This design comes from an exercise in tuning for small area, a short achievable clock period and few clock cycles per item on the open sky130 flow, not from production work. The RTL was checked by simulation tests, not by an equivalence proof against the original design. No activity file was given, so power comes from the tool's default toggle rates.

**design.v**
```verilog
package xrg_pkg;
  localparam int unsigned WORD_W = 64;
  localparam logic [WORD_W-1:0] ALL_ONES = '1;
  localparam int unsigned ROT_A   = 55;
  localparam int unsigned SHIFT_B = 14;
  localparam int unsigned ROT_C   = 36;
  localparam logic [WORD_W-1:0] SEED0_RESET = WORD_W'(1);
  localparam logic [WORD_W-1:0] SEED1_RESET = WORD_W'(0);
  localparam int unsigned CFG_IDX_W = 1;
  localparam logic [CFG_IDX_W-1:0] CFG_SEED0 = 1'b0;
  localparam logic [CFG_IDX_W-1:0] CFG_SEED1 = 1'b1;
  localparam logic [1:0] REQ_RAW  = 2'd0;
  localparam logic [1:0] REQ_UPTO = 2'd1;
  localparam logic [1:0] REQ_SPAN = 2'd2;
  localparam int unsigned QDEPTH  = 2;
  localparam int unsigned QPTR_W  = (QDEPTH > 1) ? $clog2(QDEPTH) : 1;
  localparam int unsigned QCNT_W  = $clog2(QDEPTH + 1);
  localparam int unsigned DIV_STEPS = WORD_W;
  localparam int unsigned DCNT_W    = $clog2(DIV_STEPS);
  typedef enum logic {
    OP_PASS = 1'b0,
    OP_MOD  = 1'b1
  } xrg_op_t;
  typedef struct packed {
    logic [1:0]        req_type;
    logic [WORD_W-1:0] bound_low;
    logic [WORD_W-1:0] bound_high;
  } xrg_req_t;
  typedef struct packed {
    logic [WORD_W-1:0] value;
    logic              range_error;
  } xrg_rsp_t;
  typedef struct packed {
    xrg_op_t           op;
    logic [WORD_W-1:0] operand;
    logic [WORD_W-1:0] bound;
    logic [WORD_W-1:0] offset;
    logic              err;
  } xrg_job_t;
  localparam int unsigned JOB_W = 1 + 3 * WORD_W + 1;
  function automatic logic [WORD_W-1:0] rotl(input logic [WORD_W-1:0] v,
                                             input int unsigned amt);
    rotl = (v << amt) | (v >> (WORD_W - amt));
  endfunction
endpackage
import xrg_pkg::*;
module xrg_front
(
  input  logic                          clk,
  input  logic                          rst,
  input  logic                          adv,
  input  logic                          cfg_valid,
  input  logic [xrg_pkg::CFG_IDX_W-1:0] cfg_index,
  input  logic [xrg_pkg::WORD_W-1:0]    cfg_data,
  output logic [xrg_pkg::WORD_W-1:0]    raw
);
  logic [WORD_W-1:0] gen0;
  logic [WORD_W-1:0] gen1;
  logic [WORD_W-1:0] mix;
  logic [WORD_W-1:0] gen0_next;
  logic [WORD_W-1:0] gen1_next;
  logic raw_co;
  xrg_add #(.W(WORD_W)) u_raw (.a(gen0), .b(gen1), .ci(1'b0), .s(raw), .co(raw_co));
  assign mix       = gen0 ^ gen1;
  assign gen0_next = ((gen0 << ROT_A) | (gen0 >> (WORD_W-ROT_A))) ^ mix ^ (mix << SHIFT_B);
  assign gen1_next = ((mix << ROT_C) | (mix >> (WORD_W-ROT_C)));
  always_ff @(posedge clk) begin
    if (rst) begin
      gen0 <= SEED0_RESET;
      gen1 <= SEED1_RESET;
    end else begin
      if (cfg_valid && cfg_index == CFG_SEED0) gen0 <= cfg_data;
      else if (adv)                            gen0 <= gen0_next;
      if (cfg_valid && cfg_index == CFG_SEED1) gen1 <= cfg_data;
      else if (adv)                            gen1 <= gen1_next;
    end
  end
endmodule
module xrg_add #(
  parameter int W = 64
) (
  input  logic [W-1:0] a,
  input  logic [W-1:0] b,
  input  logic         ci,
  output logic [W-1:0] s,
  output logic         co
);
  localparam int L = $clog2(W);
  logic [W-1:0] p;
  logic [W-1:0] g;
  logic [W-1:0] gp;
  logic [W-1:0] pp;
  always_comb begin
    p = a ^ b;
    g = a & b;
    gp = g;
    pp = p;
    gp[0] = g[0] | (p[0] & ci);
    for (int l = 0; l < L; l++) begin
      for (int j = 0; j < W; j++) begin
        if (((j + 1) % (2 << l)) == 0) begin
          gp[j] = gp[j] | (pp[j] & gp[j - (1 << l)]);
          pp[j] = pp[j] & pp[j - (1 << l)];
        end
      end
    end
    for (int l = L - 2; l >= 0; l--) begin
      for (int j = 0; j < W; j++) begin
        if ((((j + 1) % (2 << l)) == (1 << l)) && (j >= (2 << l))) begin
          gp[j] = gp[j] | (pp[j] & gp[j - (1 << l)]);
          pp[j] = pp[j] & pp[j - (1 << l)];
        end
      end
    end
    s  = p ^ {gp[W-2:0], ci};
    co = gp[W-1];
  end
endmodule
import xrg_pkg::*;
module xrg_back
(
  input  logic                       clk,
  input  logic                       rst,
  input  logic                       req_valid,
  output logic                       req_stall,
  input  xrg_pkg::xrg_req_t          req,
  input  logic                       cfg_valid,
  input  logic [xrg_pkg::WORD_W-1:0] raw,
  output logic                       adv,
  output logic                       rsp_valid,
  input  logic                       rsp_stall,
  output xrg_pkg::xrg_rsp_t          rsp
);
  logic       st_a;       
  logic       st_div;     
  logic       st_fin;     
  logic [4:0] cnt;        
  logic [1:0] kind;
  logic       hi_ones;
  logic       span_lt;
  logic       pend;       
  logic       err;
  logic [63:0] r;
  logic [63:0] nb1;       
  logic [63:0] rawq;      
  logic [63:0] lo;        
  logic take;
  logic out_free;
  assign take     = req_valid && !req_stall;
  assign out_free = !rsp_valid || !rsp_stall;
  assign rsp      = {r, err};
  logic [63:0] ndiff;
  logic        ndiff_co;
  xrg_add #(.W(64)) u_diff (
    .a (req.bound_low), .b (~req.bound_high), .ci (1'b0), .s (ndiff), .co (ndiff_co)
  );
  logic [63:0] s1;
  logic [63:0] s2;
  logic [63:0] s3;
  logic        k1;
  logic        k2;
  logic        k3;
  logic        c1;
  logic        c2;
  logic        c3;
  logic [63:0] r_div;
  logic [66:0] t3x;
  logic [66:0] t3y;
  logic [66:0] t3z;
  logic [66:0] t3s;
  logic [66:0] t3c;
  logic [66:0] t3;
  logic        t3_co;
  xrg_add #(.W(64)) u_s1 (.a (r), .b (nb1),                .ci (1'b0), .s (s1), .co (k1));
  xrg_add #(.W(64)) u_s2 (.a (r), .b ({nb1[62:0], 1'b0}),  .ci (1'b0), .s (s2), .co (k2));
  assign t3x = {3'b000, r};
  assign t3y = {3'b111, nb1};
  assign t3z = {2'b11, nb1, 1'b0};
  assign t3s = t3x ^ t3y ^ t3z;
  assign t3c = {(t3x[65:0] & t3y[65:0]) | (t3x[65:0] & t3z[65:0]) | (t3y[65:0] & t3z[65:0]), 1'b0};
  xrg_add #(.W(67)) u_s3 (.a (t3s), .b (t3c), .ci (1'b0), .s (t3), .co (t3_co));
  assign s3 = t3[63:0];
  assign c1 = k1;
  assign c2 = k2 && nb1[63];
  assign c3 = !t3[66];
  always_comb begin
    if (c3)      r_div = s3;
    else if (c2) r_div = s2;
    else if (c1) r_div = s1;
    else         r_div = r;
  end
  logic [31:0] pv;        
  logic [4:0]  k;
  logic [63:0] bn;        
  always_comb begin
    for (int i = 0; i < 32; i++) begin
      pv[31 - i] = !(nb1[63 - 2*i] && nb1[62 - 2*i]);
    end
  end
  logic [15:0] z2;
  logic [15:0] n2;
  logic [7:0]  z4;
  logic [15:0] n4;
  logic [3:0]  z8;
  logic [11:0] n8;
  logic [1:0]  z16;
  logic [7:0]  n16;
  always_comb begin
    for (int g = 0; g < 16; g++) begin
      z2[g] = !(pv[2*g+1] || pv[2*g]);
      n2[g] = !pv[2*g+1];
    end
    for (int g = 0; g < 8; g++) begin
      z4[g] = z2[2*g+1] && z2[2*g];
      n4[2*g +: 2] = z2[2*g+1] ? {1'b1, n2[2*g]} : {1'b0, n2[2*g+1]};
    end
    for (int g = 0; g < 4; g++) begin
      z8[g] = z4[2*g+1] && z4[2*g];
      n8[3*g +: 3] = z4[2*g+1] ? {1'b1, n4[2*(2*g) +: 2]} : {1'b0, n4[2*(2*g+1) +: 2]};
    end
    for (int g = 0; g < 2; g++) begin
      z16[g] = z8[2*g+1] && z8[2*g];
      n16[4*g +: 4] = z8[2*g+1] ? {1'b1, n8[3*(2*g) +: 3]} : {1'b0, n8[3*(2*g+1) +: 3]};
    end
    k = z16[1] ? {1'b1, n16[3:0]} : {1'b0, n16[7:4]};
  end
  logic b_zero;
  assign b_zero = z16[1] && z16[0];
  logic [63:0] sh1;
  logic [63:0] sh2;
  logic [63:0] sh3;
  logic [63:0] sh4;
  assign sh1 = k[4] ? {nb1[31:0], 32'd0} : nb1;
  assign sh2 = k[3] ? {sh1[47:0], 16'd0} : sh1;
  assign sh3 = k[2] ? {sh2[55:0], 8'd0}  : sh2;
  assign sh4 = k[1] ? {sh3[59:0], 4'd0}  : sh3;
  assign bn  = k[0] ? {sh4[61:0], 2'd0}  : sh4;
  logic is_raw;
  logic is_upto;
  logic is_span;
  logic a_go;             
  logic a_div;            
  logic a_fin;            
  logic a_done;           
  logic a_zero;           
  logic div_last;
  assign is_raw   = (kind == REQ_RAW);
  assign is_upto  = (kind == REQ_UPTO);
  assign is_span  = (kind == REQ_SPAN);
  assign a_go     = st_a && out_free;
  assign a_div    = (is_upto && !hi_ones && !b_zero) ||
                    (is_span && !span_lt && !hi_ones && !b_zero);
  assign a_fin    = is_span && !span_lt && !hi_ones && b_zero;
  assign a_done   = !a_div && !a_fin;
  assign a_zero   = (kind == 2'd3) || (is_upto && !hi_ones && b_zero) ||
                    (is_span && (span_lt || (!hi_ones && b_zero)));
  assign div_last = (cnt == 5'd0);
  always_comb begin
    adv = 1'b0;
    if (st_a && pend) begin
      case (kind)
        REQ_RAW:  adv = 1'b1;
        REQ_UPTO: adv = hi_ones || !b_zero;
        REQ_SPAN: adv = !span_lt && (hi_ones || !b_zero);
        default:  adv = 1'b0;
      endcase
    end
  end
  logic       n_a;
  logic       n_div;
  logic       n_fin;
  logic [4:0] n_cnt;
  logic [1:0] n_kind;
  always_comb begin
    n_a   = st_a && !out_free;
    n_div = 1'b0;
    n_fin = 1'b0;
    n_cnt = cnt;
    if (a_go) begin
      n_div = a_div;
      n_fin = a_fin;
      n_cnt = k;
    end
    if (st_div) begin
      n_cnt = cnt - 5'd1;
      if (!div_last)    n_div = 1'b1;
      else if (is_span) n_fin = 1'b1;
    end
    if (take) begin
      n_a = 1'b1;
    end
    n_kind = take ? req.req_type : kind;
  end
  always_ff @(posedge clk) begin
    if (rst) begin
      st_a      <= 1'b0;
      st_div    <= 1'b0;
      st_fin    <= 1'b0;
      rsp_valid <= 1'b0;
      req_stall <= 1'b0;
    end else begin
      st_a   <= n_a;
      st_div <= n_div;
      st_fin <= n_fin;
      req_stall <= n_a || (n_div && !(n_cnt == 5'd0 && n_kind != REQ_SPAN));
      if ((a_go && a_done) || (st_div && div_last && !is_span) || st_fin) begin
        rsp_valid <= 1'b1;
      end else if (!rsp_stall) begin
        rsp_valid <= 1'b0;
      end
    end
  end
  always_ff @(posedge clk) begin
    cnt <= n_cnt;
    if (st_a) pend <= 1'b0;
    if (st_div) begin
      r <= r_div;
    end else if (st_fin) begin
      r <= s1;
    end else if (a_go) begin
      r   <= a_zero ? 64'd0 : rawq;
      err <= is_span && span_lt;
    end
    if (take) begin
      nb1 <= (req.req_type == REQ_SPAN) ? ndiff : ~req.bound_high;
    end else if (a_go) begin
      nb1 <= a_fin ? lo : bn;
    end else if (st_div) begin
      nb1 <= div_last ? lo : {2'b11, nb1[63:2]};
    end
    if (take) begin
      rawq     <= raw;
      lo       <= req.bound_low;
      kind     <= req.req_type;
      hi_ones  <= (req.bound_high == ALL_ONES);
      span_lt  <= ndiff_co;
      pend     <= !cfg_valid;
    end
  end
endmodule
import xrg_pkg::*;
module xoroshiro_range_generator_top
(
  input  logic                 clk,
  input  logic                 rst,
  input  logic                 req_valid,
  output logic                 req_stall,
  input  xrg_pkg::xrg_req_t             req,
  output logic                 rsp_valid,
  input  logic                 rsp_stall,
  output xrg_pkg::xrg_rsp_t             rsp,
  input  logic                 cfg_valid,
  output logic                 cfg_ready,
  input  logic [xrg_pkg::CFG_IDX_W-1:0] cfg_index,
  input  logic [xrg_pkg::WORD_W-1:0]    cfg_data
);
  logic                      adv;
  logic [xrg_pkg::WORD_W-1:0] raw;
  assign cfg_ready = 1'b1;
  xrg_front u_front (
    .clk       (clk),
    .rst       (rst),
    .adv       (adv),
    .cfg_valid (cfg_valid),
    .cfg_index (cfg_index),
    .cfg_data  (cfg_data),
    .raw       (raw)
  );
  xrg_back u_back (
    .clk       (clk),
    .rst       (rst),
    .req_valid (req_valid),
    .req_stall (req_stall),
    .req       (req),
    .cfg_valid (cfg_valid),
    .raw       (raw),
    .adv       (adv),
    .rsp_valid (rsp_valid),
    .rsp_stall (rsp_stall),
    .rsp       (rsp)
  );
endmodule
```
**run.sh**
```bash
#!/bin/bash
# synth_recipe.tcl (not shown) runs the flow's synth.tcl, then flattens the netlist and writes it again
# the make line also repeats each setting of config.mk as NAME=value (left out here)
make -C /OpenROAD-flow-scripts/flow DESIGN_CONFIG=/design/flow/config.mk WORK_HOME=/design/flow/orfs CLKGATE_MAP_FILE= SYNTH_SCRIPT=/design/flow/synth_recipe.tcl finish
```
**config.mk**
```make
export PLATFORM = sky130hd
export DESIGN_NAME = xoroshiro_range_generator_top
export DESIGN_NICKNAME = xoroshiro_range_generator_top
export VERILOG_FILES = /design/flow/design.v
export SDC_FILE = /design/flow/constraint.sdc
export NUM_CORES = 4
export LEC_CHECK = 0
export CAP_MARGIN = 20
export CORE_MARGIN = 2
export CORE_UTILIZATION = 42
export SETUP_SLACK_MARGIN = 1.6
export SLEW_MARGIN = 20
```
**constraint.sdc**
```tcl
create_clock -name core_clock -period 6.0 [get_ports {clk}]
set_input_delay 1.2000 -clock core_clock [delete_from_list [all_inputs] [get_ports {clk}]]
set_output_delay 1.2000 -clock core_clock [all_outputs]
set_load 0.01 [all_outputs]
```
==> metrics.yaml, run 1 <==
grt_use_total_pct: 29.6
portBuffers: 266
initial_utilization_pct: 42.2
ff2ff_setup_slack_ns: 1.51
worstPathRequired_ns: 6.32
ys.flop_type: "edfxtp_1"
drt_iter0_markers: 3915
finalCritPeriodShare_pct: 74.8
wl_per_cell_um: 26.2
route.detailed.drc: 0
io_pins: 268
numCtsBuffers: 49
tritoncts: "done"
yosysTopAreaCellShare_pct: 21.0
crit_type: "flip-flop to flip-flop"
p_per_area_nw_per_um2: 375
synthesis.area_um2: 37200
synth.net_count: 4684
yosysTopAreaCell: "edfxtp_1"
slew_headroom_pct: 29.6
fmax_mhz: 223
syn_to_final_growth_pct: 23.0
crit_path_end_kind: "flip-flop"
n_antenna_cell: 0
synth.area.top_cells: "edfxtp_1 21%, fa_1 12%, ha_1 11%, dfxtp_1 7.5%, nand2_1 4.6%"
cp-start-kind: "flip-flop"
r2r_end: "u_back.r[23]"
dr.pass1.iters: 9
ir_worst_vdd_v: 0.000250
clockBufferDepth: 3
final_layout_size_suffix_gt1_share_pct: 14.1
ys_seq_area_share_pct: 28.5
clk_latency_ns: 0.64
hold_path_class: "flip-flop to flip-flop"
rsz0062_at_grt: "yes"
grt_pass1_wl_um: 205000
first_global_vias: 32200
hold_viol_final: 0
setup_viol: 0
num_rows: 109
cts-root-buf: "clkbuf_16"
whs_ns: 0.491
overflow: 0
cts.htree.levels: 2
coreArea_um2: 88100
ant_nets: 0
drv_cap: 0
worstPathMaxFanout: 8
maxSlewViolCount: 0
die_h_um: 302
path_clk_slew_ns: 0.06
vias_per_cell: 6.26
outcome: "finished clean"
vias: 34300
fin_tns_setup_ns: 0
ys_seq_elements: 400
worstReg2RegStart: "u_back.nb1[6]"
async_reset_ff_share_pct: 0
clock_skew_ns: 0.0346
arrival_ns: 4.81
gp_congestion: 0.961
p_leak_nw: 18.9
cts_sinks: 400
worstHoldStart: "u_front.gen1[57]"
dp_hpwl_um: 103000
min_period_ns: 4.49
hold_path_depth: 2
die_w_um: 302
grt_max_degree: 93
fillers: 8060
antenna_found_initial: 4
routed_wirelength_um: 143000
synth_edf_count: 260
hold_buffers: 0
ys_types: 82
synthCells: 3947
worst_slew_pin_slew_ns: 1.05
yosys_warnings: 5
die-area_um2: 90900
ff2ff_path_depth: 19
worst_hold_path.endpoint: "u_front.gen1[57]"
avgSynthCellArea_um2: 9.42
layout.nets: 5008
worst max-delay path, stage by stage (launching register included):
cell	delay (ns)
edfxtp_1	0.52
buf_4	0.20
buf_6	0.11
fa_2	0.59
ha_4	0.17
buf_6	0.10
inv_4	0.03
a211oi_4	0.26
a21oi_4	0.11
nor4_4	0.31
o21ai_2	0.15
a21oi_4	0.28
o21ai_4	0.14
buf_6	0.15
buf_6	0.11
o21ai_4	0.26
nor2_4	0.09
a21oi_4	0.22
buf_12	0.20
buf_16	0.17
sequential cells by signal (all words and copies together), names as in the netlist, 2 cells and up:
register,count
u_front.gen1,64
u_back.rawq,64
u_back.nb1,64
u_front.gen0,64
u_back.r,64
u_back.cnt,5
u_back.lo,64
u_back.kind,2
synthesized netlist by cell type, drive strengths merged, types with 8 or more instances:
cell	count
a211oi	92
a21boi	9
a21o	150
a21oi	242
a221o	49
a221oi	128
a22o	11
a22oi	20
a311oi	115
a31o	9
a31oi	25
and2	8
and3	59
and4	11
buf	58
clkbuf	200
dfxtp	140
edfxtp	260
fa	221
ha	316
inv	205
mux2i	124
nand2	460
nand2b	23
nand3	30
nand4	71
nor2	231
nor2b	16
nor3	25
nor3b	16
nor4	12
o2111ai	8
o211ai	34
o21a	24
o21ai	157
o21bai	24
o221ai	9
or2	9
or3	9
xnor2	146
xor2	124
cell type report:
cell class / count / area, um^2 / area share (%)
inverters: 206 / 786 / 1.72
multi-input cells: 3086 / 26200 / 57.2
well taps: 1165 / 1460 / 3.19
repair buffers: 528 / 5000 / 10.9
clock inverters: 38 / 488 / 1.07
clock buffers: 54 / 1240 / 2.72
flip-flops and latches: 400 / 10600 / 23.2
cell families (layout without fill, tap and decap cells):
kind of cell	after synthesis	in the layout	synth area share, %
other	1	1	0.0101
muxes	130	130	3.55
DFF	400	400	28.5
AOI/OAI and AO/OA	1161	1163	22.2
xor gates and xnor gates	270	270	6.36
adders and majority gates	537	537	22.5
buffers and inverters	464	826	4.93
and+or+nand+nor	984	985	11.9
layer usage:
metal	vias up	GRT usage [%]	wire [um]
met5	-	0	13
met4	2	9.81	5750
met3	306	4.65	14100
met2	1728	46.8	64800
met1	16900	41.3	58800
li1	15300	-	-
timing repair:
| action | 4_1_cts | 5_1_grt |
|---|---|---|
| gates cloned | 1 | 13 |
| setup buffers | 86 | 74 |
| gates resized for setup | 215 | 176 |
| setup endpoints to repair | 242 | 214 |
| pin swaps | 54 | 71 |
metrics by stage:
step	setup slack [ns]	area, um^2	total power (W)	std cells	util (%)
after floorplan	1.48	37300	0.00959	3947	-
after global placement	0.506	41200	0.0122	5211	46.8
after detailed placement	0.391	41200	0.0122	5211	46.8
after CTS	1.45	44200	0.0162	5390	50.2
after global routing	1.36	45800	0.0182	5477	51.9
final	1.51	45800	0.0172	5477	51.9
how the worst max path moves through the flow:
stage	depth (start not counted)	slack [ns]	start	to
finish	19	1.51	u_back.nb1[6]	u_back.r[23]
global route	17	1.36	u_back.nb1[5]	u_back.r[63]
CTS	14	1.45	u_back.nb1[48]	u_back.r[63]
detailed placement	19	0.39	req[0]	u_back.nb1[63]
global placement	21	0.51	req[0]	u_back.nb1[51]
floorplan	13	1.48	u_back.nb1[20]	u_back.r[10]
report_power, final:
group          switching (W)  internal [W]
Combinational        0.00551       0.00437
Sequential          0.000543       0.00343
Clock                0.00137       0.00194
Total                0.00742       0.00975
cell usage in the layout, fill, tap and decap left out, types with 34 or more instances in the layout:
cell / count
clkbuf_16: 55
nand2_1: 452
dfxtp_1: 138
ha_4: 35
a211oi_1: 72
o211ai_1: 34
clkdlybuf4s50_1: 203
xnor2_1: 145
a21o_1: 149
fa_1: 208
dlygate4sd2_1: 39
a221o_1: 49
ha_1: 276
edfxtp_1: 260
buf_4: 218
a311oi_1: 115
nand4_1: 70
nor2_1: 223
and3_1: 57
a221oi_1: 120
mux2i_1: 124
xor2_1: 124
inv_1: 187
a21oi_1: 217
o21ai_0: 126
Testbench counts, summed over its fixed seeds: cycles 25,157, items 1,600.
==> run 2, diff against run 1 <==
--- a/design.v
+++ b/design.v
@@ -148,3 +148,5 @@
   logic out_free;
-  assign take     = req_valid && !req_stall;
+  logic stall_q;          
+  assign req_stall = stall_q && !(st_a && kind == REQ_RAW && out_free);
+  assign take      = req_valid && !req_stall;
   assign out_free = !rsp_valid || !rsp_stall;
@@ -258,6 +260,6 @@
   always_comb begin
-    adv = 1'b0;
+    adv = take && req.req_type == REQ_RAW && !cfg_valid;
     if (st_a && pend) begin
       case (kind)
-        REQ_RAW:  adv = 1'b1;
+        REQ_RAW:  adv = adv;
         REQ_UPTO: adv = hi_ones || !b_zero;
@@ -299,3 +301,3 @@
       rsp_valid <= 1'b0;
-      req_stall <= 1'b0;
+      stall_q   <= 1'b0;
     end else begin
@@ -304,3 +306,3 @@
       st_fin <= n_fin;
-      req_stall <= n_a || (n_div && !(n_cnt == 5'd0 && n_kind != REQ_SPAN));
+      stall_q   <= n_a || (n_div && !(n_cnt == 5'd0 && n_kind != REQ_SPAN));
       if ((a_go && a_done) || (st_div && div_last && !is_span) || st_fin) begin
--- a/config.mk
+++ b/config.mk
@@ -9,4 +9,4 @@
 export CORE_MARGIN = 2
-export CORE_UTILIZATION = 42
-export SETUP_SLACK_MARGIN = 1.6
+export CORE_UTILIZATION = 50
+export SETUP_SLACK_MARGIN = 1.5
 export SLEW_MARGIN = 20
==> run 2 against run 1 <==
- non-clock buffer count down 34
- register-to-register slack got worse by 0.06 ns
- hold slack worse by 0.0058 ns
- clock power is 4% lower
- core utilization rose by 8.7 points
- still clean
- die area is 16% lower
- sequential power about the same
- highest routed layer unchanged
- global-route usage rose by 6.1 points
- sequential share of layout area grew 0.73 points
- cell count decreased by 4.9%
==> metrics.yaml, run 2 <==
worstReg2RegStart: "u_back.nb1[25]"  # was u_back.nb1[6]
critPathSlowestCell: "or4_1"  # was fa_2
worst_slew_pin_slew_ns: 1.09  # was 1.05 ns
cts.htree.levels: 2  # unchanged
yosys_warnings: 5  # unchanged
setup_viol: 0  # unchanged
clock_skew_ns: 0.0242  # was 0.0346 ns
clockBufferDepth: 3  # unchanged
seq_power_share_pct: 24.4  # was 23.2%
final_layout_size_suffix_gt1_share_pct: 11.6  # was 14.1%
overflow: 0  # unchanged
worstHoldStart: "u_front.gen1[9]"  # was u_front.gen1[57]
drv_cap: 0  # unchanged
cts-root-buf: "clkbuf_16"  # unchanged
layout.nets: 4944  # was 5008
ir_worst_vdd_v: 0.000263  # was 0.000250 V
mostFrequentLayoutCells: "436 x nand2_1, 305 x ha_1, 263 x clkdlybuf4s50_1"  # was 452 x nand2_1, 276 x ha_1, 260 x edfxtp_1
path_cells: "buf_4, nand4_2, or4_1, or4_4, nor3_4, o32a_4, buf_4, nand2_1, a311oi_1"  # was buf_4, buf_6, fa_2, ha_4, buf_6, inv_4, a211oi_4, a21oi_4, nor4_4, o21ai_2, a21oi_4, o21ai_4, buf_6, buf_6, o21ai_4, nor2_4, a21oi_4, buf_12, buf_16
clk_latency_ns: 0.64  # about the same
coreArea_um2: 73100  # was 88100 um^2
first_global_vias: 31300  # was 32200
switching_share_pct: 43.7  # was 43.2%
min_period_ns: 4.55  # was 4.49 ns
synthCells: 3910  # was 3947
hold_path_depth: 2  # unchanged
die-area_um2: 76000  # was 90900 um^2
crit_buf_inv: 2  # was 8
rsz0062_at_grt: "yes"  # unchanged
yosysTopAreaCellShare_pct: 21.1  # was 21.0%
arrival_ns: 5.08  # was 4.81 ns
hold_viol_final: 0  # unchanged
worstSetupPathDepth: 9  # was 19
synth_edf_count: 260  # unchanged
path_common_cell: "buf_4"  # was buf_6
ys_seq_elements: 400  # unchanged
grt_use_total_pct: 35.7  # was 29.6%
avgSynthCellArea_um2: 9.44  # was 9.42 um^2
antenna_found_initial: 4  # unchanged
hold_path_class: "flip-flop to flip-flop"  # unchanged
cts_sinks: 400  # unchanged
ys.flop_type: "edfxtp_1"  # unchanged
clkPwrFrac_pct: 19.4  # was 19.3%
hold_buffers: 0  # unchanged
tritoncts: "done"  # unchanged
intPower_w: 0.00922  # was 0.00975 W
finalCritPeriodShare_pct: 75.9  # was 74.8%
switching_power_w: 0.00715  # was 0.00742 W
regArea_um2: 10600  # about the same
synthTopCellsByCount: "442 x nand2_1, 316 x ha_1, 260 x edfxtp_1"  # was 460 x nand2_1, 316 x ha_1, 260 x edfxtp_1
synthesis.area_um2: 36900  # was 37200 um^2
whs_ns: 0.485  # was 0.491 ns
slew_headroom_pct: 27.2  # was 29.6%
initial_utilization_pct: 50.5  # was 42.2%
maxSlewViolCount: 0  # unchanged
ff2ff_path_depth: 9  # was 19
path_clk_slew_ns: 0.06  # about the same
synth.area.top_cells: "edfxtp_1 21%, fa_1 12%, ha_1 11%, dfxtp_1 7.6%, nand2_1 4.5%"  # was edfxtp_1 21%, fa_1 12%, ha_1 11%, dfxtp_1 7.5%, nand2_1 4.6%
crit_type: "flip-flop to flip-flop"  # unchanged
ant_nets: 0  # unchanged
async_reset_ff_share_pct: 0  # unchanged
num_rows: 99  # was 109
comb_power_share_pct: 56.2  # was 57.5%
dp_hpwl_um: 104000  # was 103000 um
die_h_um: 276  # was 302 um
vias_per_cell: 6.50  # was 6.26
critPathMaxStageDelay_ns: 0.76  # was 0.59 ns
grt_pass1_wl_um: 203000  # was 205000 um
synth.net_count: 4647  # was 4684
critical-path-top-delay-family: "simple AND/OR/NAND/NOR gates"  # was compound AO/OA/AOI/OAI gates
die_w_um: 276  # was 302 um
worstPathRequired_ns: 6.53  # was 6.32 ns
syn_to_final_growth_pct: 20.1  # was 23.0%
yosysMostFrequentCell: "nand2_1"  # unchanged
worstSetupStartpoint: "u_back.nb1[25]"  # was u_back.nb1[6]
p_leak_nw: 18.5  # was 18.9 nW
ys_seq_area_share_pct: 28.7  # was 28.5%
vias: 33800  # was 34300
yosysTopAreaCell: "edfxtp_1"  # unchanged
multi_input_area_um2: 25400  # was 26200 um^2
wl_per_cell_um: 27.1  # was 26.2 um
fillers: 6421  # was 8060
final_common_cell: "nand2_1"  # unchanged
worstPathMaxFanout: 36  # was 8
drt_iter0_markers: 3987  # was 3915
cp-start-kind: "flip-flop"  # unchanged
r2r_end: "u_front.gen1[50]"  # was u_back.r[23]
io_pins: 268  # unchanged
fmax_mhz: 220  # was 223 MHz
grt_max_degree: 122  # was 93
portBuffers: 266  # unchanged
gp_congestion: 0.979  # was 0.961
route.detailed.drc: 0  # unchanged
dr.pass1.iters: 18  # was 9
worst_hold_path.endpoint: "u_front.gen1[9]"  # was u_front.gen1[57]
fin_tns_setup_ns: 0  # unchanged
p_per_area_nw_per_um2: 369  # was 375 nW/um^2
crit_path_end_kind: "flip-flop"  # unchanged
ff2ff_setup_slack_ns: 1.45  # was 1.51 ns
numCtsBuffers: 50  # was 49
ys_types: 83  # was 82
routed_wirelength_um: 141000  # was 143000 um
outcome: "finished clean"  # unchanged
run 2: power by group through the flow:
stage	logic (W)	registers (W)	clock network [W]
after floorplan	0.00563	0.00393	0
after global placement	0.00807	0.00414	0
after detailed placement	0.00813	0.00414	0
after CTS	0.00851	0.00405	0.00319
after global routing	0.0101	0.00402	0.00329
final	0.00921	0.00399	0.00317
run 2: worst max-delay path by stage:
stage | slack (ns) | to
final | 1.45 | u_front.gen1[50]
after global routing | 1.37 | u_back.r[63]
after CTS | 1.44 | u_back.r[62]
after detailed placement | 0.46 | u_back.nb1[47]
after global placement | 0.46 | u_back.nb1[47]
after floorplan | 1.34 | u_back.r[10]
run 2: area by class of cell:
| cell class | instances | area share [%] |
|---|---|---|
| Tap cell | 959 | 2.71 |
| Clock buffer | 64 | 3.06 |
| Multi-Input combinational cell | 3040 | 57.2 |
| Timing Repair Buffer | 494 | 10.5 |
| Clock inverter | 29 | 0.688 |
| Sequential cell | 400 | 23.9 |
| Antenna cell | 1 | 0.00564 |
| Inverter | 221 | 1.89 |
run 2: routing by layer:
layer	GRT usage, %	vias to the layer above	wire length [um]
met1	49.1	16600	57200
met4	13.9	2	6620
met2	55.0	1753	62500
li1	-	15200	-
met3	7.79	321	14500
met5	0	-	16
run 2: logic make-up (layout without fill, tap and decap cells):
| kind of cell | Yosys count | count (layout) | share of synthesized area (%) |
|---|---|---|---|
| other | 1 | 2 | 0.0102 |
| AO/OA/AOI/OAI | 1178 | 1180 | 22.6 |
| AND/OR/NAND/NOR | 936 | 936 | 11.3 |
| buffers and inverters | 472 | 808 | 5.05 |
| adder cells (fa/ha/maj) | 537 | 537 | 22.7 |
| flip-flops | 400 | 400 | 28.7 |
| XOR/XNOR | 270 | 270 | 6.41 |
| multiplexers | 116 | 116 | 3.18 |
run 2: stage by stage:
| stage | worst slack (ns) | power [W] | instances | util (%) | cell area (um^2) |
|---|---|---|---|---|---|
| final | 1.45 | 0.0164 | 5208 | 60.7 | 44400 |
| after CTS | 1.44 | 0.0157 | 5143 | 59.1 | 43200 |
| after global placement | 0.464 | 0.0122 | 4994 | 56.0 | 40900 |
| after global routing | 1.37 | 0.0174 | 5207 | 60.7 | 44300 |
| after floorplan | 1.34 | 0.00956 | 3910 | - | 37000 |
| after detailed placement | 0.460 | 0.0123 | 4994 | 56.0 | 40900 |
run 2: repair_timing:
item | CTS | global route
resized for setup | 50 | 127
gates cloned | 0 | 4
pin swaps | 21 | 50
setup endpoints to repair | 263 | 183
buffers inserted | 56 | 59
run 2: worst reg2reg max path, cell delays in order, from the launching register on:
cell      delay [ns]
edfxtp_1        0.62
buf_4           0.29
nand4_2         0.19
or4_1           0.76
or4_4           0.69
nor3_4          0.48
o32a_4          0.52
buf_4           0.47
nand2_1         0.12
a311oi_1        0.32
Testbench counts of run 2, summed over its fixed seeds: cycles 24,907, items 1,600.

static timing again, ports no longer ideal:
How much do the figures lean on ideal ports? The routed layouts below were timed once more, with nothing changed but the port constraints.
Step 1: set_driving_cell puts a clkbuf_16 on clk and a buf_2 on each other input, an assumption about the parent block.
Step 2 also shifts input and output timing later by t, the mid clock arrival at the registers, as if the neighbouring blocks saw the same clock.
Slacks: ideal ports / drivers / drivers and shift; pairs: ideal ports / drivers.
run	shift t [ns]	setup slack, ns	slew at the worst register clock pin (ns)	pins driven straight from the clock port
run 1	0.690	1.509 / 1.509 / 0.951	0.07 / 0.07	1
run 2	0.694	1.447 / 1.447 / 0.914	0.07 / 0.07	1
After both steps setup and hold are still met in every run listed. For run 1, which loses most, drivers alone change the setup slack by 0.000 ns; drivers and shift together by -0.558 ns.
